This is an optimization exercise on Yosys and OpenROAD, whose aim is small area, not a production implementation. In this exercise RTL edits were held to simulation tests only and were not proved equivalent to the original. Power figures rest on the tool's default switching activity, not on a simulated workload.

==> flow/design.v <==
`default_nettype none
package aes_pkg;
  localparam logic [7:0] RCON_INIT = 8'h01;
  localparam logic [2047:0] SBOX_TBL = {
    128'h637c777bf26b6fc53001672bfed7ab76,
    128'hca82c97dfa5947f0add4a2af9ca472c0,
    128'hb7fd9326363ff7cc34a5e5f171d83115,
    128'h04c723c31896059a071280e2eb27b275,
    128'h09832c1a1b6e5aa0523bd6b329e32f84,
    128'h53d100ed20fcb15b6acbbe394a4c58cf,
    128'hd0efaafb434d338545f9027f503c9fa8,
    128'h51a3408f929d38f5bcb6da2110fff3d2,
    128'hcd0c13ec5f974417c4a77e3d645d1973,
    128'h60814fdc222a908846eeb814de5e0bdb,
    128'he0323a0a4906245cc2d3ac629195e479,
    128'he7c8376d8dd54ea96c56f4ea657aae08,
    128'hba78252e1ca6b4c6e8dd741f4bbd8b8a,
    128'h703eb5664803f60e613557b986c11d9e,
    128'he1f8981169d98e949b1e87e9ce5528df,
    128'h8ca1890dbfe6426841992d0fb054bb16
  };
  typedef enum logic [1:0] {
    IDLE  = 2'd0,
    GEN   = 2'd1,
    DRAIN = 2'd2
  } state_t;
  function automatic logic [7:0] sbox(input logic [7:0] b);
    logic [10:0] idx;
    idx = {~b, 3'b000};
    sbox = SBOX_TBL[idx +: 8];
  endfunction
  function automatic logic [7:0] xtime(input logic [7:0] b);
    xtime = {b[6:0], 1'b0} ^ (b[7] ? 8'h1b : 8'h00);
  endfunction
  function automatic int nr_from_nk(input int nk);
    nr_from_nk = nk + 6;
  endfunction
endpackage
`default_nettype wire
`default_nettype none
module aes_subword
(
  input  logic [7:0] i_byte,
  output logic [7:0] o_byte
);
  logic new_n17, new_n18, new_n19, new_n20, new_n21, new_n22, new_n23, new_n24;
  logic new_n25, new_n26, new_n27, new_n28, new_n29, new_n30, new_n31, new_n32;
  logic new_n33, new_n34, new_n35, new_n36, new_n37, new_n38, new_n39, new_n40;
  logic new_n41, new_n42, new_n43, new_n44, new_n45, new_n46, new_n47, new_n48;
  logic new_n49, new_n50, new_n51, new_n52, new_n53, new_n54, new_n55, new_n56;
  logic new_n57, new_n58, new_n59, new_n60, new_n61, new_n62, new_n63, new_n64;
  logic new_n65, new_n66, new_n67, new_n68, new_n69, new_n70, new_n71, new_n72;
  logic new_n73, new_n74, new_n75, new_n76, new_n77, new_n78, new_n79, new_n80;
  logic new_n81, new_n82, new_n83, new_n84, new_n85, new_n86, new_n87, new_n88;
  logic new_n89, new_n90, new_n91, new_n92, new_n93, new_n94, new_n95, new_n96;
  logic new_n97, new_n98, new_n99, new_n100, new_n101, new_n102, new_n103, new_n104;
  logic new_n105, new_n106, new_n107, new_n108, new_n109, new_n110, new_n111, new_n112;
  logic new_n113, new_n114, new_n115, new_n116, new_n117, new_n118, new_n119, new_n120;
  logic new_n121, new_n122, new_n123, new_n124, new_n125, new_n126, new_n127, new_n128;
  logic new_n129, new_n130, new_n131, new_n132, new_n133, new_n134, new_n135, new_n136;
  logic new_n137, new_n138, new_n139, new_n140, new_n141, new_n142, new_n143, new_n144;
  logic new_n145, new_n146, new_n147, new_n148, new_n149, new_n150, new_n151, new_n152;
  logic new_n153, new_n154, new_n155, new_n156, new_n157, new_n158, new_n159, new_n160;
  logic new_n161, new_n162, new_n163, new_n164, new_n165, new_n166, new_n167, new_n168;
  logic new_n169, new_n170, new_n171, new_n172, new_n173, new_n174, new_n175, new_n176;
  logic new_n177, new_n179, new_n180, new_n181, new_n182, new_n183, new_n184, new_n185;
  logic new_n186, new_n187, new_n188, new_n189, new_n190, new_n191, new_n192, new_n193;
  logic new_n194, new_n195, new_n197, new_n198, new_n199, new_n200, new_n201, new_n202;
  logic new_n203, new_n204, new_n205, new_n206, new_n207, new_n208, new_n209, new_n210;
  logic new_n211, new_n212, new_n213, new_n214, new_n215, new_n216, new_n217, new_n218;
  logic new_n219, new_n220, new_n221, new_n222, new_n224, new_n225, new_n226, new_n227;
  logic new_n228, new_n229, new_n230, new_n231, new_n232, new_n233, new_n234, new_n235;
  logic new_n236, new_n238, new_n239, new_n240, new_n241, new_n242, new_n244, new_n245;
  logic new_n246, new_n247, new_n248, new_n249, new_n250, new_n251, new_n252, new_n253;
  logic new_n254, new_n255, new_n256, new_n257, new_n258, new_n260, new_n261, new_n262;
  logic new_n263, new_n264, new_n265, new_n266, new_n267, new_n268, new_n270, new_n271;
  logic new_n272, new_n273, new_n274;
  assign new_n17 = ~i_byte[4] & ~i_byte[7];
  assign new_n18 = i_byte[4] & i_byte[7];
  assign new_n19 = ~new_n17 & ~new_n18;
  assign new_n20 = ~i_byte[1] & ~i_byte[3];
  assign new_n21 = i_byte[1] & i_byte[3];
  assign new_n22 = ~new_n20 & ~new_n21;
  assign new_n23 = i_byte[2] & ~new_n22;
  assign new_n24 = ~i_byte[2] & new_n22;
  assign new_n25 = ~new_n23 & ~new_n24;
  assign new_n26 = ~i_byte[6] & ~new_n25;
  assign new_n27 = i_byte[6] & new_n25;
  assign new_n28 = ~new_n26 & ~new_n27;
  assign new_n29 = new_n19 & ~new_n28;
  assign new_n30 = ~i_byte[2] & ~i_byte[4];
  assign new_n31 = i_byte[2] & i_byte[4];
  assign new_n32 = ~new_n30 & ~new_n31;
  assign new_n33 = ~i_byte[5] & ~i_byte[7];
  assign new_n34 = i_byte[5] & i_byte[7];
  assign new_n35 = ~new_n33 & ~new_n34;
  assign new_n36 = new_n32 & ~new_n35;
  assign new_n37 = new_n29 & ~new_n36;
  assign new_n38 = ~new_n29 & new_n36;
  assign new_n39 = ~new_n37 & ~new_n38;
  assign new_n40 = i_byte[1] & ~i_byte[7];
  assign new_n41 = ~i_byte[1] & i_byte[7];
  assign new_n42 = ~new_n40 & ~new_n41;
  assign new_n43 = ~i_byte[5] & ~new_n25;
  assign new_n44 = i_byte[5] & new_n25;
  assign new_n45 = ~new_n43 & ~new_n44;
  assign new_n46 = new_n42 & new_n45;
  assign new_n47 = ~i_byte[5] & ~i_byte[6];
  assign new_n48 = i_byte[5] & i_byte[6];
  assign new_n49 = ~new_n47 & ~new_n48;
  assign new_n50 = i_byte[0] & ~new_n49;
  assign new_n51 = ~i_byte[0] & new_n49;
  assign new_n52 = ~new_n50 & ~new_n51;
  assign new_n53 = ~i_byte[1] & ~new_n52;
  assign new_n54 = ~new_n46 & ~new_n53;
  assign new_n55 = new_n45 & ~new_n52;
  assign new_n56 = ~i_byte[7] & new_n55;
  assign new_n57 = ~new_n54 & ~new_n56;
  assign new_n58 = new_n39 & new_n57;
  assign new_n59 = ~new_n39 & ~new_n57;
  assign new_n60 = ~new_n58 & ~new_n59;
  assign new_n61 = new_n19 & ~new_n22;
  assign new_n62 = ~new_n19 & new_n22;
  assign new_n63 = ~new_n61 & ~new_n62;
  assign new_n64 = ~i_byte[0] & ~new_n63;
  assign new_n65 = i_byte[0] & new_n63;
  assign new_n66 = ~new_n64 & ~new_n65;
  assign new_n67 = ~i_byte[2] & ~i_byte[7];
  assign new_n68 = i_byte[2] & i_byte[7];
  assign new_n69 = ~new_n67 & ~new_n68;
  assign new_n70 = i_byte[1] & new_n52;
  assign new_n71 = ~new_n53 & ~new_n70;
  assign new_n72 = ~new_n69 & ~new_n71;
  assign new_n73 = new_n69 & new_n71;
  assign new_n74 = ~new_n72 & ~new_n73;
  assign new_n75 = ~new_n66 & ~new_n74;
  assign new_n76 = new_n49 & new_n63;
  assign new_n77 = ~new_n49 & ~new_n63;
  assign new_n78 = ~new_n76 & ~new_n77;
  assign new_n79 = new_n69 & ~new_n78;
  assign new_n80 = ~new_n19 & new_n28;
  assign new_n81 = ~new_n36 & ~new_n80;
  assign new_n82 = ~new_n79 & ~new_n81;
  assign new_n83 = ~new_n32 & ~new_n42;
  assign new_n84 = new_n32 & new_n42;
  assign new_n85 = ~new_n83 & ~new_n84;
  assign new_n86 = ~new_n63 & ~new_n85;
  assign new_n87 = new_n82 & ~new_n86;
  assign new_n88 = ~new_n82 & new_n86;
  assign new_n89 = ~new_n87 & ~new_n88;
  assign new_n90 = new_n75 & new_n89;
  assign new_n91 = ~new_n75 & ~new_n89;
  assign new_n92 = ~new_n90 & ~new_n91;
  assign new_n93 = new_n60 & new_n92;
  assign new_n94 = ~new_n69 & new_n78;
  assign new_n95 = ~new_n29 & new_n94;
  assign new_n96 = ~new_n37 & ~new_n95;
  assign new_n97 = ~i_byte[4] & ~new_n52;
  assign new_n98 = i_byte[4] & new_n52;
  assign new_n99 = ~new_n97 & ~new_n98;
  assign new_n100 = i_byte[0] & ~new_n99;
  assign new_n101 = new_n86 & ~new_n100;
  assign new_n102 = ~new_n86 & new_n100;
  assign new_n103 = ~new_n101 & ~new_n102;
  assign new_n104 = new_n96 & new_n103;
  assign new_n105 = ~new_n96 & ~new_n103;
  assign new_n106 = ~new_n104 & ~new_n105;
  assign new_n107 = new_n93 & ~new_n106;
  assign new_n108 = i_byte[7] & new_n52;
  assign new_n109 = ~i_byte[1] & ~new_n45;
  assign new_n110 = ~new_n108 & new_n109;
  assign new_n111 = ~new_n55 & ~new_n108;
  assign new_n112 = ~new_n109 & ~new_n111;
  assign new_n113 = ~new_n110 & ~new_n112;
  assign new_n114 = new_n29 & ~new_n113;
  assign new_n115 = ~new_n29 & new_n113;
  assign new_n116 = ~new_n114 & ~new_n115;
  assign new_n117 = new_n79 & new_n116;
  assign new_n118 = ~new_n79 & ~new_n116;
  assign new_n119 = ~new_n117 & ~new_n118;
  assign new_n120 = ~new_n106 & new_n119;
  assign new_n121 = ~new_n92 & ~new_n120;
  assign new_n122 = ~new_n107 & ~new_n121;
  assign new_n123 = ~new_n42 & ~new_n45;
  assign new_n124 = ~new_n46 & ~new_n123;
  assign new_n125 = new_n122 & new_n124;
  assign new_n126 = new_n106 & ~new_n119;
  assign new_n127 = ~new_n93 & new_n126;
  assign new_n128 = ~new_n60 & new_n92;
  assign new_n129 = ~new_n107 & ~new_n128;
  assign new_n130 = new_n119 & new_n129;
  assign new_n131 = ~new_n127 & ~new_n130;
  assign new_n132 = ~new_n45 & new_n52;
  assign new_n133 = ~new_n55 & ~new_n132;
  assign new_n134 = new_n131 & ~new_n133;
  assign new_n135 = ~new_n126 & new_n128;
  assign new_n136 = new_n93 & new_n119;
  assign new_n137 = new_n106 & ~new_n128;
  assign new_n138 = ~new_n136 & new_n137;
  assign new_n139 = ~new_n135 & ~new_n138;
  assign new_n140 = ~new_n71 & new_n139;
  assign new_n141 = new_n92 & ~new_n119;
  assign new_n142 = new_n60 & ~new_n141;
  assign new_n143 = new_n129 & ~new_n142;
  assign new_n144 = ~new_n120 & ~new_n143;
  assign new_n145 = new_n69 & new_n144;
  assign new_n146 = new_n106 & new_n141;
  assign new_n147 = ~new_n60 & new_n119;
  assign new_n148 = ~new_n93 & ~new_n126;
  assign new_n149 = ~new_n147 & new_n148;
  assign new_n150 = ~new_n146 & ~new_n149;
  assign new_n151 = ~new_n139 & ~new_n150;
  assign new_n152 = new_n139 & new_n150;
  assign new_n153 = ~new_n151 & ~new_n152;
  assign new_n154 = new_n19 & new_n153;
  assign new_n155 = new_n145 & ~new_n154;
  assign new_n156 = ~new_n145 & new_n154;
  assign new_n157 = ~new_n155 & ~new_n156;
  assign new_n158 = new_n140 & ~new_n157;
  assign new_n159 = ~new_n140 & new_n157;
  assign new_n160 = ~new_n158 & ~new_n159;
  assign new_n161 = new_n134 & new_n160;
  assign new_n162 = ~new_n134 & ~new_n160;
  assign new_n163 = ~new_n161 & ~new_n162;
  assign new_n164 = ~new_n60 & ~new_n120;
  assign new_n165 = ~new_n136 & ~new_n164;
  assign new_n166 = ~new_n63 & new_n165;
  assign new_n167 = ~new_n106 & ~new_n142;
  assign new_n168 = ~new_n127 & ~new_n167;
  assign new_n169 = i_byte[0] & new_n168;
  assign new_n170 = ~new_n166 & new_n169;
  assign new_n171 = new_n166 & ~new_n169;
  assign new_n172 = ~new_n170 & ~new_n171;
  assign new_n173 = new_n163 & ~new_n172;
  assign new_n174 = ~new_n163 & new_n172;
  assign new_n175 = ~new_n173 & ~new_n174;
  assign new_n176 = new_n125 & new_n175;
  assign new_n177 = ~new_n125 & ~new_n175;
  assign o_byte[0] = ~(~new_n176 & ~new_n177);
  assign new_n179 = ~new_n52 & new_n139;
  assign new_n180 = ~new_n32 & new_n35;
  assign new_n181 = ~new_n36 & ~new_n180;
  assign new_n182 = new_n144 & ~new_n181;
  assign new_n183 = ~new_n42 & new_n122;
  assign new_n184 = ~new_n78 & new_n153;
  assign new_n185 = new_n183 & ~new_n184;
  assign new_n186 = ~new_n183 & new_n184;
  assign new_n187 = ~new_n185 & ~new_n186;
  assign new_n188 = new_n182 & new_n187;
  assign new_n189 = ~new_n182 & ~new_n187;
  assign new_n190 = ~new_n188 & ~new_n189;
  assign new_n191 = new_n179 & ~new_n190;
  assign new_n192 = ~new_n179 & new_n190;
  assign new_n193 = ~new_n191 & ~new_n192;
  assign new_n194 = new_n163 & new_n193;
  assign new_n195 = ~new_n163 & ~new_n193;
  assign o_byte[1] = ~(~new_n194 & ~new_n195);
  assign new_n197 = ~i_byte[7] & ~new_n52;
  assign new_n198 = ~new_n108 & ~new_n197;
  assign new_n199 = new_n131 & ~new_n198;
  assign new_n200 = new_n172 & new_n199;
  assign new_n201 = ~new_n172 & ~new_n199;
  assign new_n202 = ~new_n200 & ~new_n201;
  assign new_n203 = ~new_n99 & new_n168;
  assign new_n204 = new_n202 & ~new_n203;
  assign new_n205 = ~new_n202 & new_n203;
  assign new_n206 = ~new_n204 & ~new_n205;
  assign new_n207 = ~new_n45 & new_n122;
  assign new_n208 = ~new_n74 & new_n150;
  assign new_n209 = new_n157 & ~new_n208;
  assign new_n210 = ~new_n157 & new_n208;
  assign new_n211 = ~new_n209 & ~new_n210;
  assign new_n212 = new_n179 & new_n211;
  assign new_n213 = ~new_n179 & ~new_n211;
  assign new_n214 = ~new_n212 & ~new_n213;
  assign new_n215 = ~new_n207 & new_n214;
  assign new_n216 = new_n207 & ~new_n214;
  assign new_n217 = ~new_n215 & ~new_n216;
  assign new_n218 = new_n190 & ~new_n217;
  assign new_n219 = ~new_n190 & new_n217;
  assign new_n220 = ~new_n218 & ~new_n219;
  assign new_n221 = new_n206 & new_n220;
  assign new_n222 = ~new_n206 & ~new_n220;
  assign o_byte[2] = ~(~new_n221 & ~new_n222);
  assign new_n224 = new_n134 & ~new_n169;
  assign new_n225 = ~new_n134 & new_n169;
  assign new_n226 = ~new_n224 & ~new_n225;
  assign new_n227 = ~new_n85 & new_n165;
  assign new_n228 = ~new_n66 & new_n150;
  assign new_n229 = new_n227 & ~new_n228;
  assign new_n230 = ~new_n227 & new_n228;
  assign new_n231 = ~new_n229 & ~new_n230;
  assign new_n232 = ~new_n214 & new_n231;
  assign new_n233 = new_n214 & ~new_n231;
  assign new_n234 = ~new_n232 & ~new_n233;
  assign new_n235 = new_n226 & new_n234;
  assign new_n236 = ~new_n226 & ~new_n234;
  assign o_byte[3] = ~(~new_n235 & ~new_n236);
  assign new_n238 = new_n166 & new_n231;
  assign new_n239 = ~new_n166 & ~new_n231;
  assign new_n240 = ~new_n238 & ~new_n239;
  assign new_n241 = new_n217 & new_n240;
  assign new_n242 = ~new_n217 & ~new_n240;
  assign o_byte[4] = ~new_n241 & ~new_n242;
  assign new_n244 = ~new_n79 & ~new_n94;
  assign new_n245 = new_n153 & new_n244;
  assign new_n246 = new_n183 & ~new_n245;
  assign new_n247 = ~new_n183 & new_n245;
  assign new_n248 = ~new_n246 & ~new_n247;
  assign new_n249 = ~new_n144 & ~new_n153;
  assign new_n250 = new_n144 & new_n153;
  assign new_n251 = ~new_n249 & ~new_n250;
  assign new_n252 = ~new_n29 & ~new_n80;
  assign new_n253 = new_n251 & new_n252;
  assign new_n254 = new_n202 & ~new_n253;
  assign new_n255 = ~new_n202 & new_n253;
  assign new_n256 = ~new_n254 & ~new_n255;
  assign new_n257 = new_n248 & new_n256;
  assign new_n258 = ~new_n248 & ~new_n256;
  assign o_byte[5] = ~new_n257 & ~new_n258;
  assign new_n260 = ~new_n28 & new_n251;
  assign new_n261 = new_n182 & ~new_n260;
  assign new_n262 = ~new_n182 & new_n260;
  assign new_n263 = ~new_n261 & ~new_n262;
  assign new_n264 = ~new_n240 & new_n263;
  assign new_n265 = new_n240 & ~new_n263;
  assign new_n266 = ~new_n264 & ~new_n265;
  assign new_n267 = new_n211 & new_n266;
  assign new_n268 = ~new_n211 & ~new_n266;
  assign o_byte[6] = ~new_n267 & ~new_n268;
  assign new_n270 = new_n227 & ~new_n263;
  assign new_n271 = ~new_n227 & new_n263;
  assign new_n272 = ~new_n270 & ~new_n271;
  assign new_n273 = new_n217 & new_n272;
  assign new_n274 = ~new_n217 & ~new_n272;
  assign o_byte[7] = ~(~new_n273 & ~new_n274);
endmodule
`default_nettype wire
`default_nettype none
module aes_key_expand
#(
  parameter int NK = 8
) (
  input  logic            clk,
  input  logic            reset,
  input  logic            start,
  input  logic [32*NK-1:0] key_in,
  output logic            busy,
  output logic            rk_valid,
  input  logic            rk_ready,
  output logic [3:0]      rk_round,
  output logic [31:0]     k0_out,
  output logic [31:0]     k1_out,
  output logic [31:0]     k2_out,
  output logic [31:0]     k3_out,
  output logic            done
);
  logic [127:0] r_hi, r_lon;
  logic [127:0] w_lo;
  logic [7:0]   r_cnt;
  logic [7:0] w_old, w_sub_in, w_sub_out, w_rcon;
  logic       w_rot, w_sw, w_adv, w_last, w_copy;
  logic       w_ld, w_sh, w_hd, w_shn, w_hdn;
  assign w_lo  = ~r_lon;
  assign w_old = r_hi[127:120];
  assign w_copy = (r_cnt[7:4] == 4'd15);   
  assign w_rot = (r_cnt[4:2] == 3'd0);    
  assign w_sw  = (r_cnt[4:2] == 3'd4);    
  logic w_sel6, w_sel2, w_sel3;
  assign w_sel6 = w_rot && (r_cnt[1:0] == 2'd3);
  assign w_sel2 = w_rot && (r_cnt[1:0] != 2'd3);
  assign w_sel3 = !w_rot;
  for (genvar k = 0; k < 8; k++) begin : g_subsel
    aes_sub_sel u_sel (
      .sel6 (w_sel6), .b6n (r_lon[48+k]), .sel2 (w_sel2), .b2n (r_lon[16+k]),
      .sel3 (w_sel3), .b3n (r_lon[24+k]), .y (w_sub_in[k])
    );
  end
  aes_subword u_sbox (
    .i_byte (w_sub_in),
    .o_byte (w_sub_out)
  );
  logic w_rc_en;
  assign w_rc_en = w_rot && (r_cnt[1:0] == 2'd0);
  for (genvar k = 0; k < 7; k++) begin : g_rcon
    assign w_rcon[k] = w_rc_en && (r_cnt[7:5] == 3'(k));
  end
  assign w_rcon[7] = 1'b0;
  logic w_rs;
  logic [7:0] w_s0;
  assign w_rs = w_rot || w_sw;
  for (genvar k = 0; k < 8; k++) begin : g_new
    aes_new_bit u_new (
      .rs (w_rs), .sb (w_sub_out[k]), .rc (w_rcon[k]), .b3n (r_lon[24+k]),
      .old (w_old[k]), .copy (w_copy), .y (w_s0[k])
    );
  end
  assign rk_valid = busy && !w_copy && (r_cnt[3:0] == 4'd0);
  assign rk_round = r_cnt[7:4];
  assign {k0_out, k1_out, k2_out, k3_out} = r_hi;
  assign w_adv  = busy && (!rk_valid || rk_ready);
  assign w_last = rk_valid && rk_ready && (r_cnt[7:4] == 4'd14);
  assign w_ld = !busy;
  assign w_sh = w_adv;
  assign w_hd = busy && !w_adv;
  assign w_shn = !w_sh;
  assign w_hdn = !w_hd;
  logic [127:0] w_hi_d, w_lon_d, w_hi_s, w_lon_s;
  assign w_hi_s  = {r_hi[119:0], w_lo[127:120]};
  assign w_lon_s = {r_lon[119:0], w_s0};
  for (genvar b = 0; b < 128; b++) begin : g_win
    aes_win_bit u_hi (
      .ld (w_ld), .key (key_in[b]), .shn (w_shn), .s (w_hi_s[b]),
      .hdn (w_hdn), .q (r_hi[b]), .d (w_hi_d[b])
    );
    aes_win_bit u_lo (
      .ld (w_ld), .key (key_in[128+b]), .shn (w_shn), .s (w_lon_s[b]),
      .hdn (w_hdn), .q (r_lon[b]), .d (w_lon_d[b])
    );
  end
  always_ff @(posedge clk) begin
    r_hi  <= w_hi_d;
    r_lon <= w_lon_d;
    if (!busy)
      r_cnt <= 8'd240;
    else if (w_adv)
      r_cnt <= r_cnt + 8'd1;
  end
  always_ff @(posedge clk) begin
    if (reset) begin
      busy <= 1'b0;
      done <= 1'b0;
    end else begin
      done <= w_last;
      if (!busy)
        busy <= start;
      else if (w_last)
        busy <= 1'b0;
    end
  end
endmodule
module aes_sub_sel (
  input  logic sel6,
  input  logic b6n,
  input  logic sel2,
  input  logic b2n,
  input  logic sel3,
  input  logic b3n,
  output logic y
);
  assign y = ~((sel6 & b6n) | (sel2 & b2n) | (sel3 & b3n));
endmodule
module aes_new_bit (
  input  logic rs,
  input  logic sb,
  input  logic rc,
  input  logic b3n,
  input  logic old,
  input  logic copy,
  output logic y
);
  logic t;
  assign t = rs ? (sb ^ rc) : ~b3n;
  assign y = ~(old ^ (t | copy));
endmodule
module aes_win_bit (
  input  logic ld,
  input  logic key,
  input  logic shn,
  input  logic s,
  input  logic hdn,
  input  logic q,
  output logic d
);
  logic p;
  assign p = (shn | s) & (hdn | q);
  assign d = ~((ld & key) | ~p);
endmodule
`default_nettype wire
`default_nettype none
module aes256_key_expand (
  input  logic         clk,
  input  logic         reset,
  input  logic         start,
  input  logic [255:0] key_in,
  output logic         busy,
  output logic         rk_valid,
  input  logic         rk_ready,
  output logic [3:0]   rk_round,
  output logic [31:0]  k0_out,
  output logic [31:0]  k1_out,
  output logic [31:0]  k2_out,
  output logic [31:0]  k3_out,
  output logic         done
);
  aes_key_expand #(.NK(8)) u_core (
    .clk      (clk),
    .reset    (reset),
    .start    (start),
    .key_in   (key_in),
    .busy     (busy),
    .rk_valid (rk_valid),
    .rk_ready (rk_ready),
    .rk_round (rk_round),
    .k0_out   (k0_out),
    .k1_out   (k1_out),
    .k2_out   (k2_out),
    .k3_out   (k3_out),
    .done     (done)
  );
endmodule
`default_nettype wire
==> flow/flow/run.sh <==
#!/bin/bash
# Own flow: the standard ORFS layout (standard.sh) with
#  - the standard synthesis script, with ABC mapping done per module with
#    an area-oriented script (flow/area.abc) instead of ORFS's delay-oriented
#    one: the S-box (aes_subword) and the small per-bit modules (aes_win_bit,
#    aes_sub_sel, aes_new_bit) are kept as modules through mapping and
#    flattened afterwards as usual; the registers and their names are
#    untouched,
#  - no adder extraction (ADDER_MAP_FILE empty), so ABC maps XOR logic itself,
#  - buf_1 port buffers instead of ORFS's default port buffer,
#  - a clock tree of small leaf clusters without dummy loads.
# Every tool's output goes to a log file in this folder.
set -euo pipefail
W=$(pwd)
{
  head -n 1 synth_recipe.tcl
  cat <<EOS
proc abc {args} {
  set i [lsearch -exact \$args -script]
  set a_area [lreplace \$args [expr {\$i+1}] [expr {\$i+1}] $W/flow/area.abc]
  yosys abc {*}\$a_area aes_win_bit
  yosys abc {*}\$a_area aes_subword
  yosys abc {*}\$a_area aes_sub_sel
  yosys abc {*}\$a_area aes_new_bit
  yosys abc {*}\$a_area aes256_key_expand
}
EOS
  tail -n +2 synth_recipe.tcl
} > synth_area.tcl
cat >> config.mk <<'EOC'
export SYNTH_KEEP_MODULES = aes_win_bit aes_subword aes_sub_sel aes_new_bit
export ADDER_MAP_FILE =
export BUFFER_PORTS_ARGS = -buffer_cell sky130_fd_sc_hd__buf_1
export CTS_ARGS = -sink_clustering_enable -repair_clock_nets -dont_use_dummy_load -sink_clustering_size 10 -sink_clustering_max_diameter 60 -buf_list {sky130_fd_sc_hd__clkbuf_4}
EOC
bash standard.sh SYNTH_SCRIPT=$W/synth_area.tcl finish > standard_flow.log 2>&1
==> flow/flow/area.abc <==
strash
&get -n
&st
&dch
&nf -a -R 1000
&put
topo
==> flow/standard.sh <==
#!/bin/bash
# synth_recipe.tcl (not shown) runs the flow's synth.tcl, then flattens the netlist and writes it again
# the make line also repeats each setting of config.mk as NAME=value (left out here)
make -C /OpenROAD-flow-scripts/flow DESIGN_CONFIG=/design/flow/config.mk WORK_HOME=/design/flow/orfs CLKGATE_MAP_FILE= SYNTH_SCRIPT=/design/flow/synth_recipe.tcl "${@:-finish}"
==> flow/config.mk <==
export PLATFORM = sky130hd
export DESIGN_NAME = aes256_key_expand
export DESIGN_NICKNAME = aes256_key_expand
export VERILOG_FILES = /design/flow/design.v
export SDC_FILE = /design/flow/constraint.sdc
export NUM_CORES = 4
export LEC_CHECK = 0
export CAP_MARGIN = 0
export CORE_MARGIN = 2
export CORE_UTILIZATION = 30
export PLACE_DENSITY = 0.55
export SLEW_MARGIN = 0
export SYNTH_KEEP_MODULES = aes_win_bit aes_subword aes_sub_sel aes_new_bit
export ADDER_MAP_FILE =
export BUFFER_PORTS_ARGS = -buffer_cell sky130_fd_sc_hd__buf_1
export CTS_ARGS = -sink_clustering_enable -repair_clock_nets -dont_use_dummy_load -sink_clustering_size 10 -sink_clustering_max_diameter 60 -buf_list {sky130_fd_sc_hd__clkbuf_4}
==> flow/constraint.sdc <==
create_clock -name core_clock -period 10.0 [get_ports {clk}]
set_input_delay 2.0000 -clock core_clock [delete_from_list [all_inputs] [get_ports {clk}]]
set_output_delay 2.0000 -clock core_clock [all_outputs]
set_load 0.01 [all_outputs]
==> results of run 1 <==
[through the flow]
stage	instances	power, mW
3_5_place_dp	1853	3.168
4_1_cts	1887	3.704
2_1_floorplan	1121	2.852
5_1_grt	1888	3.920
3_3_place_gp	1853	3.172
6_report	1888	3.654
[worst max-delay path, stage by stage, from the launching register on]
cell	delay, ns
dfxtp_1	0.47
or3_1	0.38
nor2_1	0.23
a222oi_1	0.96
xor2_1	0.25
xnor2_1	0.49
xnor2_1	0.18
nand2_1	0.16
nand2_1	0.10
xor2_1	0.16
xnor2_1	0.47
and2_0	0.29
nand2_1	0.09
a32o_1	0.29
xnor2_1	0.47
nand2_1	0.13
xor2_1	0.28
xnor2_1	0.21
xnor2_1	0.22
xor2_1	0.44
xnor2_1	0.16
xor2_1	0.16
a211oi_1	0.29
xor2_1	0.18
o22ai_1	0.10
a21oi_1	0.12
[final timing paths]
| kind | end | slack, ns | cells past startpoint |
|---|---|---|---|
| setup reg to reg | u_core.r_lon[4]$_DFF_P_ | 2.62 | 25 |
| hold reg to reg | u_core.r_lon[47]$_DFF_P_ | 0.49 | 2 |
| setup / recovery | u_core.r_lon[4]$_DFF_P_ | 2.62 | 25 |
| hold / removal | u_core.r_lon[47]$_DFF_P_ | 0.49 | 2 |
[final cells by class]
cell class,count,area (um2),share of cell area (%)
diodes,1,2.502,0.02083
inverters,11,48.80,0.4063
clock buffers,34,255.2,2.125
flip-flops and latches,266,5325,44.33
well taps,455,569.3,4.740
multi-input cells,720,4279,35.63
repair buffers,401,1531,12.75
[flip-flops by register name (all words and copies together) (netlist names)]
signal	flops
u_core.done	1
u_core.busy	1
u_core.r_hi	128
u_core.r_cnt	8
u_core.r_lon	128
[layer usage]
layer  vias up  part of all wire (%)  track usage, %
met1      4633                    44           22.11
met2       259                    48           28.85
li1       4781                     -               -
met4         0                   3.0           6.065
met3        61                   5.1           2.814
met5         -                     0               0
[logic make-up (layout without fill, tap and decap cells)]
family	count (synthesis)	in the layout	share of synthesized area, %
buf+inv	135	446	9.203
simple gates	88	88	3.719
flops	266	266	50.41
other cells	1	2	0.03550
mux	1	1	0.09476
compound gates	549	549	29.82
xor+xnor	81	81	6.716
[modules after synthesis, one instance, submodules excluded]
module,flip-flops and latches,cells,cell area (um2)
aes256_key_expand,266,449,6543
aes_subword,0,120,828.3
aes_new_bit,0,4,28.78
aes_win_bit,0,2,11.26
aes_sub_sel,0,1,10.01
[report_power, final]
part	internal, mW	switching (mW)
Sequential	1.17	0.0916
Clock	0.158	0.349
Combinational	0.818	1.07
[cells in the final DEF, fill, tap and decap left out]
master,n
diode_2,1
a32o_1,1
a211oi_1,9
clkinv_1,10
nor4_1,2
nand2b_1,4
or3_1,2
or3_4,1
o21ai_0,6
and4_1,1
a22o_1,1
o22ai_1,257
nor2_1,29
nand2_4,1
nand3_1,3
a222oi_1,8
clkbuf_4,34
nor3_1,7
mux2i_1,1
dfxtp_1,266
nor3b_1,2
and2_0,2
a41oi_1,1
a21oi_1,264
xnor2_1,38
a221oi_1,1
xor2_1,43
o211ai_1,1
conb_1,1
nand4_1,1
and3_1,1
inv_8,1
nand2_1,30
buf_1,394
or2_0,2
buf_4,7
==> notes.md, run 1 <==
- Status: complete, no violations
- Sequential share of the synthesized area: 50.41%
- Worst-Margin Slew: ~1.2 ns
- Drt initial violations: 675
- Gpl congestion: 0.8251
- Total negative slack: 0 ns
- Fmax: approximately 140 MHz
- Initial antenna violation count: 2
- Yosys cell types: 30
- Slew Viols, Final: 0
- Total global routing overflow: 0
- I/O pins: 395
- CP endpoint kind: register
- RSZ-0062 raised after global routing: no
- Initial Util: 30.51%
- Share of cells above drive strength 1: 3.073%
- MaxCap Viol Count: 0
- Per-cell routed wire length: 17.82 um
- Cts hold-fix bufs: 0
- Worst setup startpoint: u_core.r_cnt[4]$_SDFFE_PN1P_
- Synth Cell Area: 0.01056 mm2
- Worst Skew: 0.05072 ns
- CTS sink cnt: between 200 and 300
- Top-area cell type share of the netlist area: between 50% and 60%
- Vias in the first global route: between 9k and 10k
- CP required: 10.53 ns
- Yosys warns: 1
- Post-synth top flop: dfxtp_1
- First-pass DRT Iterations: 5
- Post-CTS Setup Inserts: 0
- Final nets: 1,694
- Largest net degree at the start of global routing: 158
- Clk pin slew, worst setup/hold paths: 0.11 ns
- Num CTS Buffers: 34
- H-tree depth: 2
- Cell taking the most area after synthesis: dfxtp_1
- WHS: 0.4913 ns
- Layout filler cell count: about 3.7k
- Most frequent cell after synthesis: dfxtp_1
- FFs w/ async S/R, synth: 0%
- Hpwl dp: 23,650 um
- Vias post-DR: 9,734
- Final Setup Violations: 0
- Final core occ: 34.69%
- Residual DRC count: 0
- Clock root cell: clkbuf_4
- Final Cycle Share: approximately 74%
- Final Cell Area: 0.01201 mm2
- Syn nets: 1,381
- Count of input and output buffers: 394
- Arrival time at the worst endpoint: about 8 ns
- Core area: around 0.035 mm2
- Pwr Density: 304.2 mW/mm2
- Die H: 191.7 um
- Mapped Cells: 1,121
- Slew margin rel.: roughly a fifth
- Die area: 0.03673 mm2
- Top cells by count, synth: dfxtp_1, a21oi_1, o22ai_1
- Gates resized, CTS repair: 0
- Post-Route WL: 33,640 um
- TritonCTS clock tree: done
- GRT Util Overall: 17.13%
- Std-Cell Rows: 68
- Worst VDD drop: 0.3534 mV
- Final hold vios: 0
- Minimum clock period: approximately 7.4 ns
- Critical path peak fanout: 11
- Area contributors post-synth: dfxtp_1, o22ai_1, a21oi_1
- Hold path startpoint: u_core.r_lon[39]$_DFF_P_
- WS Path Type: reg2reg
- Avg Inst Size Synth: 9.424 um2
- EDFF count, synth: 0
- CTS max path bufs: 3
- First-pass GRT wire length: ~50,000 um
- Via/cell ratio: 5.156
- Area grow syn2layout: 13.70%
- Worst-Skew Late Latency: 0.64 ns
- Fin worst setup slack: 2.622 ns
- Antenna-violating nets left: 0
- Placed inst area: 0.01175 mm2
- Lkg Pwr: 4.106 nW
- Yosys reg bits: around 270
- R2r startpoint: u_core.r_cnt[4]$_SDFFE_PN1P_
- CP startpoint kind: register
- Min-Delay Path Class: reg2reg
- Die width: 191.7 um
- Setup WS pre-CTS: ~2.8 ns
==> run 2, diff against run 1 <==
--- a/flow/config.mk
+++ b/flow/config.mk
@@ -7,8 +7,8 @@
 export LEC_CHECK = 0
 export CAP_MARGIN = 0
 export CORE_MARGIN = 2
-export CORE_UTILIZATION = 30
-export PLACE_DENSITY = 0.55
+export CORE_UTILIZATION = 50
+export PLACE_DENSITY = 0.75
 export SLEW_MARGIN = 0
 export SYNTH_KEEP_MODULES = aes_win_bit aes_subword aes_sub_sel aes_new_bit
 export ADDER_MAP_FILE =
==> run 2 against run 1 <==
Still clean on timing, DRC and antenna. Total power down 0.96%. Sequential share of layout area increased by 0.96 points. Via count rose by 0.91%. Register-to-register slack better by 0.28 ns. Final cell count fell by 9.7%. Critical path depth did not move. Critical path type unchanged. Critical endpoint unchanged. Largest cell class unchanged. Largest power group unchanged.
==> notes.md, run 2 <==
- Yosys cell types: 30
- Power, Total: 3.619 mW
- Initial antenna violation count: 2
- Worst Skew: 0.09744 ns
- Final Cycle Share: 70.94%
- Avg Inst Size Synth: 9.424 um2
- Area contributors post-synth: dfxtp_1, o22ai_1, a21oi_1
- CTS max path bufs: 3
- Residual DRC count: 0
- Worst setup startpoint: u_core.r_cnt[4]$_SDFFE_PN1P_
- Post-Route WL: 30,900 um
- FFs w/ async S/R, synth: 0%
- R2R Setup Slk: about 2.9 ns
- EDFF count, synth: 0
- Lkg Pwr: 4.086 nW
- Syn nets: 1,381
- Most frequent cells in the layout: buf_1, dfxtp_1, a21oi_1, o22ai_1, xor2_1
- Post-CTS Setup Inserts: 0
- Gpl congestion: 0.8674
- Antenna-violating nets left: 0
- Slew margin rel.: 26.58%
- Worst-Margin Slew: between 1 and 1.5 ns
- First-pass DRT Iterations: 5
- TritonCTS clock tree: done
- Mapped Cells: 1,121
- Largest net degree at the start of global routing: 147
- Share of cells above drive strength 1: 2.801%
- Final nets: 1,690
- Num CTS Buffers: 31
- Hold path startpoint: u_core.r_lon[1]$_DFF_P_
- Cts hold-fix bufs: 0
- Yosys reg bits: 266
- Std-Cell Rows: 53
- CP startpoint kind: register
- Core area: 0.02089 mm2
- Most common cell after layout, fill and taps aside: buf_1
- Total negative slack: 0 ns
- Die width: 149.4 um
- Area grow syn2layout: 11.29%
- Slew Viols, Final: 0
- Post-synth top flop: dfxtp_1
- Die H: 149.4 um
- Pwr Density: between 300 and 400 mW/mm2
- Drt initial violations: 862
- Synth Cell Area: 0.01056 mm2
- Final hold vios: 0
- Fin cells: 1,705
- Biggest regs: u_core.r_hi: 128 flops, u_core.r_lon: 128 flops, u_core.r_cnt: 8 flops
- CP required: 10.59 ns
- Most frequent cell after synthesis: dfxtp_1
- Worst r2r dst: u_core.r_lon[4]$_DFF_P_
- MaxCap Viol Count: 0
- Sequential share of the synthesized area: between 50% and 60%
- WS Path Type: reg2reg
- Sequential cell area: between 0.005 and 0.006 mm2
- Gates resized, CTS repair: 0
- R2r worst-path depth: 25
- Cell taking the most area after synthesis: dfxtp_1
- R2r startpoint: u_core.r_cnt[4]$_SDFFE_PN1P_
- Vias in the first global route: 8,805
- Multi-input gate area: 0.004279 mm2
- Hpwl dp: 21,780 um
- H-tree depth: 1
- Worst-Skew Late Latency: 0.70 ns
- Arrival time at the worst endpoint: 7.69 ns
- Layout filler cell count: 2,024
- Fmax: about 140 MHz
- CP endpoint kind: register
- Yosys warns: 1
- First-pass GRT wire length: 46,260 um
- Top-area cell type share of the netlist area: 50.41%
- Final Setup Violations: 0
- GRT Util Overall: 25.54%
- Top cells by count, synth: dfxtp_1, a21oi_1, o22ai_1
- I/O pins: 395
- Total global routing overflow: 0
- Initial Util: 50.57%
- Hold Path Stages: 2
- Worst Hold End: u_core.r_lon[9]$_DFF_P_
- Vias post-DR: 9,823
- Min-Delay Path Class: reg2reg
- Via/cell ratio: 5.761
- Clk pin slew, worst setup/hold paths: between 0.1 and 0.15 ns
- WHS: 0.4686 ns
- Worst VDD drop: approximately 0.38 mV
- Count of input and output buffers: 394
- Status: complete, no violations
- CTS sink cnt: 266
- Placed insts: between 1.5k and 2k
- Critical path peak fanout: 11
- Die area: 0.02231 mm2
- Clock root cell: clkbuf_4
- Per-cell routed wire length: ~18 um
- RSZ-0062 raised after global routing: no
- Minimum clock period: 7.094 ns
## run 2: cell counts after synthesis
Identical to the previous run, type by type.
## run 2: kinds of logic after synthesis
family	count (synthesis)	share of synthesized area (%)
AO/OA/AOI/OAI	549	29.82
XOR/XNOR	81	6.716
buffers and inverters	135	9.203
flip-flops	266	50.41
multiplexers	1	0.09476
other	1	0.03550
AND/OR/NAND/NOR	88	3.719
## run 2: layer usage
layer | track usage [%] | vias up | wire (um)
li1 | - | 4777 | -
met1 | 33.94 | 4579 | 13040
met2 | 42.20 | 400 | 14840
met3 | 4.312 | 67 | 2068
met4 | 8.524 | 0 | 949
met5 | 0 | - | 0
## run 2: stage by stage
step	setup slack, ns	cell area [um2]	utilization, %
floorplan	1.557	10570	-
global placement	3.152	11520	55.14
detailed placement	3.034	11520	55.14
CTS	2.980	11750	56.26
global route	2.213	11760	56.28
finish	2.906	11760	56.28
## run 2: critical path: stages, from the launching register on
cell and delay [ns]:
dfxtp_1 0.49, or3_1 0.38, nor2_1 0.22, a222oi_1 0.92
xor2_1 0.25, xnor2_1 0.46, xnor2_1 0.19, nand2_1 0.15
nand2_1 0.08, xor2_1 0.15, xnor2_1 0.43, and2_0 0.28
nand2_1 0.11, a32o_1 0.29, xnor2_1 0.40, nand2_1 0.12
xor2_1 0.28, xnor2_1 0.22, xnor2_1 0.22, xor2_1 0.36
xnor2_1 0.14, xor2_1 0.17, a211oi_1 0.30, xor2_1 0.18
o22ai_1 0.10, a21oi_1 0.14
## run 2: Yosys stat by module, one instance, submodules excluded
module | cell area, um2 | flops+latches | cells inside
aes_win_bit | 11.26 | 0 | 2
aes_subword | 828.3 | 0 | 120
aes_new_bit | 28.78 | 0 | 4
aes256_key_expand | 6543 | 266 | 449
aes_sub_sel | 10.01 | 0 | 1
## run 2: area by class of cell
type / count / area share (%)
Sequential cell: 266 / 45.30
Timing Repair Buffer: 400 / 12.96
Multi-Input combinational cell: 720 / 36.40
Clock buffer: 31 / 1.980
Antenna cell: 2 / 0.04257
Inverter: 11 / 0.3938
Tap cell: 275 / 2.927
## run 2: report_power, final
| part | switching (mW) | total [mW] | internal [mW] |
|---|---|---|---|
| Combinational | 1.07 | 1.89 | 0.819 |
| Clock | 0.328 | 0.470 | 0.141 |
| Sequential | 0.0904 | 1.26 | 1.17 |
## run 2: worst max-delay path by stage
stage                              endpoint  slack, ns  cells after the start
finish              u_core.r_lon[4]$_DFF_P_       2.91                     25
global route        u_core.r_lon[2]$_DFF_P_       2.21                     26
CTS                 u_core.r_lon[4]$_DFF_P_       2.98                     25
detailed placement  u_core.r_lon[7]$_DFF_P_       3.03                     25
global placement    u_core.r_lon[7]$_DFF_P_       3.15                     25
floorplan            u_core.r_hi[0]$_DFF_P_       1.56                      4
==> run 3, diff against run 2 <==
--- a/flow/config.mk
+++ b/flow/config.mk
@@ -7,8 +7,8 @@
 export LEC_CHECK = 0
 export CAP_MARGIN = 0
 export CORE_MARGIN = 2
-export CORE_UTILIZATION = 50
-export PLACE_DENSITY = 0.75
+export CORE_UTILIZATION = 40
+export PLACE_DENSITY = 0.65
 export SLEW_MARGIN = 0
 export SYNTH_KEEP_MODULES = aes_win_bit aes_subword aes_sub_sel aes_new_bit
 export ADDER_MAP_FILE =
==> run 3 against run 2 <==
Via count is 0.69% higher. Non-clock buffer count up 2. First-iteration DRC count is 15% lower. Fmax fell by 1.4%. Synthesized cell count did not move. Clock skew fell by 0.052 ns. Synthesized area is the same. Clock-buffer cell count stayed put. Worst setup slack worse by 0.10 ns. Worst hold slack gained 0.026 ns. Highest routed layer unchanged.
==> notes.md, run 3 <==
- Most common cell after layout, fill and taps aside: buf_1
- Hpwl dp: 22,500 um
- Total global routing overflow: 0
- Minimum clock period: 7.197 ns
- I/O pins: 395
- Final Setup Violations: 0
- TritonCTS clock tree: done
- Final Cell Area: 0.01185 mm2
- Slew Viols, Final: 0
- Die area: approximately 0.028 mm2
- Drt initial violations: 730
- Cell taking the most area after synthesis: dfxtp_1
- Layout filler cell count: 2,698
- Kind of cell adding the most delay to the critical path: XOR/XNOR gates
- Sequential share of power: 34.9%
- Setup WS pre-CTS: 2.962 ns
- Fin cells: between 1.5k and 2k
- Initial Util: 40.65%
- Yosys cell types: 30
- Min-Delay Path Class: reg2reg
- Pwr Density: between 300 and 400 mW/mm2
- WHS: 0.4947 ns
- Arrival time at the worst endpoint: 7.79 ns
- Worst Skew: 0.04534 ns
- Count of input and output buffers: 394
- Die H: 166.5 um
- CP max stage delay: 0.93 ns
- Final hold vios: 0
- CP startpoint kind: register
- Synth Cell Area: 0.01056 mm2
- Share of cells above drive strength 1: between 2 and 3%
- Status: complete, no violations
- Antenna-violating nets left: 0
- CP endpoint kind: register
- FFs w/ async S/R, synth: 0%
- Avg Inst Size Synth: 9.424 um2
- Switching Power: roughly 1.5 mW
- CTS max path bufs: 3
- Critical path peak fanout: 11
- Largest net degree at the start of global routing: approximately 150
- MaxCap Viol Count: 0
- R2r startpoint: u_core.r_cnt[4]$_SDFFE_PN1P_
- Fin worst setup slack: 2.803 ns
- Final core occ: 45.60%
- Clk pin slew, worst setup/hold paths: 0.11 ns
- Placed inst area: 0.01161 mm2
- Area contributors post-synth: dfxtp_1, o22ai_1, a21oi_1
- Post-CTS Setup Inserts: 0
- GRT Util Overall: 21.59%
- Slew margin rel.: around a quarter
- Gates resized, CTS repair: 0
- Lkg Pwr: about 4 nW
- Worst-Skew Late Latency: 0.71 ns
- Slowest stage cell, crit path: a222oi_1
- Std-Cell Rows: 59
- Initial antenna violation count: 1
- RSZ-0062 raised after global routing: no
- Biggest regs: u_core.r_hi: 128 flops, u_core.r_lon: 128 flops, u_core.r_cnt: 8 flops
- Most frequent cell after synthesis: dfxtp_1
- Int Power: between 2 and 2.5 mW
- Yosys warns: 1
- Residual DRC count: 0
- H-tree depth: 1
- Total negative slack: 0 ns
- Final Cycle Share: 71.97%
- Clock share of power: 13.2%
- Power, Total: 3.619 mW
- Sequential share of the synthesized area: 50.41%
- Mapped Cells: 1,121
- Post-synth top flop: dfxtp_1
- Top cells by count, synth: dfxtp_1, a21oi_1, o22ai_1
- CP required: 10.59 ns
- Num CTS Buffers: 31
- Per-cell routed wire length: ~18 um
- First-pass DRT Iterations: 6
- Sw Share: 41.09%
- Final nets: 1,692
- Critical path's most frequent cell: xnor2_1
- Worst VDD drop: 0.3275 mV
- Buf/Inv on CP: 0
- Area grow syn2layout: 12.16%
- Cts hold-fix bufs: 0
- Fmax: 138.9 MHz
- Hold path startpoint: u_core.r_lon[79]$_DFF_P_
- Vias post-DR: 9,891
- Worst-Margin Slew: 1.118 ns
- EDFF count, synth: 0
- Die width: 166.5 um
- Yosys reg bits: 266
- First-pass GRT wire length: 49,600 um
- CTS sink cnt: 266
- Vias in the first global route: 9,103
- Via/cell ratio: 5.598
- Clock root cell: clkbuf_4
- Worst setup startpoint: u_core.r_cnt[4]$_SDFFE_PN1P_
- Post-Route WL: 32,020 um
- Core area: 0.02598 mm2
- Most frequent cells in the layout: buf_1, dfxtp_1, a21oi_1, o22ai_1, xor2_1
- Placed insts: about 1.7k
- Syn nets: 1,381
- Top-area cell type share of the netlist area: 50.41%
- WS Path Type: reg2reg
- Gpl congestion: 0.8368
- Gate power share: 51.9%
-- run 3: metal layers --
layer	global-route usage, %	vias up	wire [um]
met5	0	-	0
met4	7.084	0	934
met3	2.923	64	1833
met2	36.56	364	15420
met1	28.51	4664	13830
li1	-	4799	-
-- run 3: final timing paths --
check,cells after the start,slack (ns),to
max,25,2.80,u_core.r_lon[4]$_DFF_P_
min,2,0.49,u_core.r_lon[87]$_DFF_P_
max reg2reg,25,2.80,u_core.r_lon[4]$_DFF_P_
min reg2reg,2,0.49,u_core.r_lon[87]$_DFF_P_
-- run 3: cell type report --
type | count | area [um2] | share of cell area, %
Sequential cell | 266 | 5325 | 44.94
Multi-Input combinational cell | 720 | 4279 | 36.11
Inverter | 11 | 48.80 | 0.4118
Timing Repair Buffer | 402 | 1539 | 12.99
Clock buffer | 31 | 232.7 | 1.964
Antenna cell | 2 | 5.005 | 0.04224
Tap cell | 335 | 419.2 | 3.537
-- run 3: kinds of logic (layout without fill, tap and decap cells) --
group	count (synthesis)	count (layout)	synth area share (%)
AO/OA/AOI/OAI	549	549	29.82
XOR/XNOR	81	81	6.716
buffers and inverters	135	444	9.203
flip-flops	266	266	50.41
multiplexers	1	1	0.09476
other	1	3	0.03550
AND/OR/NAND/NOR	88	88	3.719
-- run 3: Yosys stat by module, one instance, submodules excluded --
module / flops+latches / area, um2 / times used / cells inside
aes_sub_sel: 0 / 10.01 / 8 / 1
aes_win_bit: 0 / 11.26 / 256 / 2
aes_subword: 0 / 828.3 / 1 / 120
aes256_key_expand: 266 / 6543 / 1 / 449
aes_new_bit: 0 / 28.78 / 8 / 4
-- run 3: power by group through the flow --
stage          logic, mW  clock network [mW]  registers [mW]
2_1_floorplan       1.60                   0            1.26
3_3_place_gp        1.86                   0            1.29
3_5_place_dp        1.86                   0            1.29
4_1_cts             1.89               0.502            1.26
5_1_grt             2.08               0.542            1.28
6_report            1.88               0.478            1.26
-- run 3: worst reg2reg max path, stage by stage, from the launching register on --
cell      delay, ns
dfxtp_1        0.48
or3_1          0.40
nor2_1         0.24
a222oi_1       0.93
xor2_1         0.24
xnor2_1        0.46
xnor2_1        0.18
nand2_1        0.14
nand2_1        0.08
xor2_1         0.15
xnor2_1        0.45
and2_0         0.29
nand2_1        0.10
a32o_1         0.28
xnor2_1        0.43
nand2_1        0.13
xor2_1         0.27
xnor2_1        0.22
xnor2_1        0.22
xor2_1         0.41
xnor2_1        0.14
xor2_1         0.16
a211oi_1       0.28
xor2_1         0.18
o22ai_1        0.09
a21oi_1        0.14
==> run 4, diff against run 3 <==
--- a/flow/design.v
+++ b/flow/design.v
@@ -358,7 +358,8 @@
   logic [127:0] r_hi, r_lon;
   logic [127:0] w_lo;
   logic [7:0]   r_cnt;
-  logic [7:0] w_old, w_sub_in, w_sub_out, w_rcon;
+  logic [7:0] w_old, w_sub_in, w_sub_out;
+  logic [6:0] w_rcon;
   logic       w_rot, w_sw, w_adv, w_last, w_copy;
   logic       w_ld, w_sh, w_hd, w_shn, w_hdn;
   assign w_lo  = ~r_lon;
@@ -385,16 +386,19 @@
   for (genvar k = 0; k < 7; k++) begin : g_rcon
     assign w_rcon[k] = w_rc_en && (r_cnt[7:5] == 3'(k));
   end
-  assign w_rcon[7] = 1'b0;
   logic w_rs;
   logic [7:0] w_s0;
   assign w_rs = w_rot || w_sw;
-  for (genvar k = 0; k < 8; k++) begin : g_new
+  for (genvar k = 0; k < 7; k++) begin : g_new
     aes_new_bit u_new (
       .rs (w_rs), .sb (w_sub_out[k]), .rc (w_rcon[k]), .b3n (r_lon[24+k]),
       .old (w_old[k]), .copy (w_copy), .y (w_s0[k])
     );
   end
+  aes_new_bit7 u_new7 (
+    .rs (w_rs), .sb (w_sub_out[7]), .b3n (r_lon[31]),
+    .old (w_old[7]), .copy (w_copy), .y (w_s0[7])
+  );
   assign rk_valid = busy && !w_copy && (r_cnt[3:0] == 4'd0);
   assign rk_round = r_cnt[7:4];
   assign {k0_out, k1_out, k2_out, k3_out} = r_hi;
@@ -463,6 +467,18 @@
   assign t = rs ? (sb ^ rc) : ~b3n;
   assign y = ~(old ^ (t | copy));
 endmodule
+module aes_new_bit7 (
+  input  logic rs,
+  input  logic sb,
+  input  logic b3n,
+  input  logic old,
+  input  logic copy,
+  output logic y
+);
+  logic t;
+  assign t = rs ? sb : ~b3n;
+  assign y = ~(old ^ (t | copy));
+endmodule
 module aes_win_bit (
   input  logic ld,
   input  logic key,
==> flow/flow/run.sh (replaced) <==
#!/bin/bash
# Own flow: the standard ORFS layout (standard.sh) with
#  - the standard synthesis script, with ABC mapping done per module with
#    an area-oriented script (flow/area.abc) instead of ORFS's delay-oriented
#    one: the S-box (aes_subword) and the small per-bit modules
#    (aes_win_bit, aes_sub_sel, aes_new_bit, aes_new_bit7) are kept as
#    modules through mapping and flattened afterwards as usual; the
#    registers and their names are untouched,
#  - no adder extraction (ADDER_MAP_FILE empty), so ABC maps XOR logic itself,
#  - buf_1 port buffers instead of ORFS's default port buffer,
#  - a clock tree of small leaf clusters without dummy loads.
# Every tool's output goes to a log file in this folder.
set -euo pipefail
W=$(pwd)
{
  head -n 1 synth_recipe.tcl
  cat <<EOS
proc abc {args} {
  set i [lsearch -exact \$args -script]
  set a_area [lreplace \$args [expr {\$i+1}] [expr {\$i+1}] $W/flow/area.abc]
  yosys abc {*}\$a_area aes_win_bit
  yosys abc {*}\$a_area aes_subword
  yosys abc {*}\$a_area aes_sub_sel
  yosys abc {*}\$a_area aes_new_bit
  yosys abc {*}\$a_area aes_new_bit7
  yosys abc {*}\$a_area aes256_key_expand
}
EOS
  tail -n +2 synth_recipe.tcl
} > synth_area.tcl
cat >> config.mk <<'EOC'
export SYNTH_KEEP_MODULES = aes_win_bit aes_subword aes_sub_sel aes_new_bit aes_new_bit7
export ADDER_MAP_FILE =
export BUFFER_PORTS_ARGS = -buffer_cell sky130_fd_sc_hd__buf_1
export CTS_ARGS = -sink_clustering_enable -repair_clock_nets -dont_use_dummy_load -sink_clustering_size 10 -sink_clustering_max_diameter 60 -buf_list {sky130_fd_sc_hd__clkbuf_4}
EOC
bash standard.sh SYNTH_SCRIPT=$W/synth_area.tcl finish > standard_flow.log 2>&1
--- a/flow/config.mk
+++ b/flow/config.mk
@@ -10,7 +10,7 @@
 export CORE_UTILIZATION = 40
 export PLACE_DENSITY = 0.65
 export SLEW_MARGIN = 0
-export SYNTH_KEEP_MODULES = aes_win_bit aes_subword aes_sub_sel aes_new_bit
+export SYNTH_KEEP_MODULES = aes_win_bit aes_subword aes_sub_sel aes_new_bit aes_new_bit7
 export ADDER_MAP_FILE =
 export BUFFER_PORTS_ARGS = -buffer_cell sky130_fd_sc_hd__buf_1
 export CTS_ARGS = -sink_clustering_enable -repair_clock_nets -dont_use_dummy_load -sink_clustering_size 10 -sink_clustering_max_diameter 60 -buf_list {sky130_fd_sc_hd__clkbuf_4}
==> run 4 against run 3 <==
Sequential power about the same. Still clean on timing, DRC and antenna. Global-route usage is 0.26 points lower. Via count shrank 2.3%. Largest power group unchanged. Final cell count fell by 0.11%. Die area fell by 0.13%. Highest routed layer is now met5. Worst setup slack got worse by 0.25 ns.
==> notes.md, run 4 <==
- Most frequent cells in the layout: buf_1, dfxtp_1, a21oi_1, o22ai_1, xor2_1
- Setup WS pre-CTS: approximately 2.7 ns
- GRT Util Overall: about a fifth
- Vias post-DR: 9,661
- Hpwl dp: 21,680 um
- R2r worst-path depth: 25
- Avg Inst Size Synth: 9.428 um2
- H-tree depth: 1
- Status: complete, no violations
- Sequential share of power: 35.4%
- Yosys warns: 1
- Top-area cell type share of the netlist area: 50.47%
- WHS: approximately 0.46 ns
- Slew margin rel.: 27.45%
- Clk pin slew, worst setup/hold paths: 0.11 ns
- Worst Skew: 0.07343 ns
- Placed inst area: 0.01159 mm2
- Vias in the first global route: 9,419
- Int Power: around 2.1 mW
- Most common cell after layout, fill and taps aside: buf_1
- Gpl congestion: 0.8117
- Worst-Margin Slew: about 1.1 ns
- Final core occ: 45.54%
- Post-CTS Setup Inserts: 0
- WP depth: 25
- Yosys reg bits: 266
- Most frequent cell after synthesis: dfxtp_1
- Worst VDD drop: 0.2233 mV
- Count of input and output buffers: ~400
- Hold Path Stages: 2
- CTS max path bufs: 3
- CP startpoint kind: register
- Post-synth top flop: dfxtp_1
- Post-Route WL: 31,090 um
- I/O pins: around 400
- Total global routing overflow: 0
- Slowest stage cell, crit path: a222oi_1
- RSZ-0062 raised after global routing: no
- Core area: approximately 0.026 mm2
- Initial antenna violation count: 2
- First-pass GRT wire length: 49,120 um
- Share of cells above drive strength 1: 2.737%
- Final Cycle Share: 74.49%
- Lkg Pwr: roughly 4.1 nW
- Total negative slack: 0 ns
- Critical path's most frequent cell: xnor2_1
- Area grow syn2layout: 12.16%
- Fin worst setup slack: 2.551 ns
- Final nets: between 1.5k and 2k
- First-pass DRT Iterations: 5
- Kind of cell adding the most delay to the critical path: XOR/XNOR gates
- Clock share of power: 13.4%
- Final Setup Violations: 0
- Per-cell routed wire length: 17.61 um
- Gates resized, CTS repair: 0
- WS Path Type: reg2reg
- Final Cell Area: 0.01183 mm2
- Sw Share: about 40%
- Buf/Inv on CP: 0
- MaxCap Viol Count: 0
- Synth Cell Area: 0.01055 mm2
- Switching Power: 1.443 mW
- Die H: 166.4 um
- Syn nets: 1,379
- Top cells by count, synth: dfxtp_1, a21oi_1, o22ai_1
- Arrival time at the worst endpoint: ~8.0 ns
- EDFF count, synth: 0
- Slew Viols, Final: 0
- Clock root cell: clkbuf_4
- Std-Cell Rows: 59
- Gate power share: 51.2%
- Mapped Cells: 1,119
- Cts hold-fix bufs: 0
- CP max stage delay: 0.99 ns
- Sequential share of the synthesized area: between 50% and 60%
- CP required: 10.59 ns
- TritonCTS clock tree: done
- CTS sink cnt: ~270
- Die width: 166.4 um
- Pwr Density: 300.7 mW/mm2
- Min-Delay Path Class: reg2reg
- Num CTS Buffers: 31
- Biggest regs: u_core.r_hi: 128 flops, u_core.r_lon: 128 flops, u_core.r_cnt: 8 flops
- Die area: 0.02769 mm2
- Cell taking the most area after synthesis: dfxtp_1
- Critical path peak fanout: 11
- Initial Util: 40.60%
- Via/cell ratio: around 5.5
- Final hold vios: 0
- Drt initial violations: a little over 700
- Area contributors post-synth: dfxtp_1, o22ai_1, a21oi_1
- Residual DRC count: 0
- Yosys cell types: 29
- FFs w/ async S/R, synth: 0%
- Worst-Skew Late Latency: roughly 0.73 ns
- Fmax: ~130 MHz
- CP endpoint kind: register
- Antenna-violating nets left: 0
- Minimum clock period: 7.449 ns
- Largest net degree at the start of global routing: about 210
run 4: worst reg2reg max path: cells and delay by family (launching register included):
kind | cells | cell delay, ns
xor+xnor | 13 | 3.66
flops | 1 | 0.47
simple gates | 7 | 1.36
compound gates | 5 | 1.82
run 4: logic make-up after synthesis:
| family | count (synthesis) | share of synthesized area [%] |
|---|---|---|
| flops | 266 | 50.47 |
| mux | 1 | 0.09488 |
| xor+xnor | 80 | 6.641 |
| compound gates | 550 | 29.89 |
| buf+inv | 135 | 9.215 |
| simple gates | 87 | 3.688 |
run 4: layout make-up:
class	instances	area [um2]
antenna	5	12.51
clock buffer	31	232.7
fill	2659	14150
inverter	11	48.80
multi-input combinational	718	4265
sequential	266	5325
tap	335	419.2
timing repair buffer	399	1529
run 4: power by group through the flow:
stage / Combinational [mW] / Sequential (mW) / Clock (mW)
4_1_cts: 1.83 / 1.26 / 0.496
2_1_floorplan: 1.56 / 1.26 / 0
3_3_place_gp: 1.81 / 1.28 / 0
5_1_grt: 2.01 / 1.28 / 0.541
3_5_place_dp: 1.83 / 1.28 / 0
6_report: 1.82 / 1.26 / 0.476
run 4: worst paths after layout:
check	endpoint	slack (ns)	startpoint
worst max-delay path	u_core.r_lon[4]$_DFF_P_	2.55	u_core.r_cnt[4]$_SDFFE_PN1P_
worst min-delay path	u_core.r_lon[94]$_DFF_P_	0.46	u_core.r_lon[86]$_DFF_P_
worst max register to register	u_core.r_lon[4]$_DFF_P_	2.55	u_core.r_cnt[4]$_SDFFE_PN1P_
worst min register to register	u_core.r_lon[94]$_DFF_P_	0.46	u_core.r_lon[86]$_DFF_P_
run 4: stage by stage:
| step | total power, mW | std cells |
|---|---|---|
| 2_1_floorplan | 2.816 | 1119 |
| 3_5_place_dp | 3.111 | 1729 |
| 5_1_grt | 3.830 | 1765 |
| 3_3_place_gp | 3.094 | 1729 |
| 6_report | 3.559 | 1765 |
| 4_1_cts | 3.586 | 1760 |
run 4: per-layer routing:
layer  global-route usage (%)  up-vias  wire [um]
met5                        0        -         13
met1                    26.55     4501      13110
li1                         -     4761          -
met4                    8.208        2       1094
met2                    36.63      321      14960
met3                    4.028       76       1905
run 4: Yosys stat by module, one instance, submodules excluded:
module,flops+latches,copies in the design,area [um2],cells
aes256_key_expand,266,1,6539,448
aes_new_bit,0,7,28.78,4
aes_new_bit7,0,1,18.77,3
aes_subword,0,1,828.3,120
aes_win_bit,0,256,11.26,2
aes_sub_sel,0,8,10.01,1

-- port drivers added, routing unchanged --
How much do the figures lean on ideal ports? The routed layouts below were timed once more, with nothing changed but the port constraints.
Step 1 (the two cells are an assumption about what drives the block):
set clk [get_ports {clk}]
set_driving_cell -lib_cell sky130_fd_sc_hd__clkbuf_16 $clk
set_driving_cell -lib_cell sky130_fd_sc_hd__buf_2 [delete_from_list [all_inputs] $clk]
Step 2, shift: input delay + t, output delay - t, t = (earliest + latest rising clock arrival at the registers) / 2. This alone moves slack from input paths to output paths.
Three values: ideal ports, drivers, drivers and shift; two values: the first two.
| run | t (ns) | setup WS [ns] | latest minus earliest clock arrival (ns) |
|---|---|---|---|
| run 1 | 0.654 | 2.622 / 2.622 / 2.622 | 0.056 / 0.056 |
| run 2 | 0.694 | 2.906 / 2.906 / 2.906 | 0.111 / 0.111 |
| run 3 | 0.720 | 2.803 / 2.803 / 2.803 | 0.053 / 0.053 |
| run 4 | 0.743 | 2.551 / 2.551 / 2.551 | 0.074 / 0.074 |
After both steps every run listed still meets setup and hold.
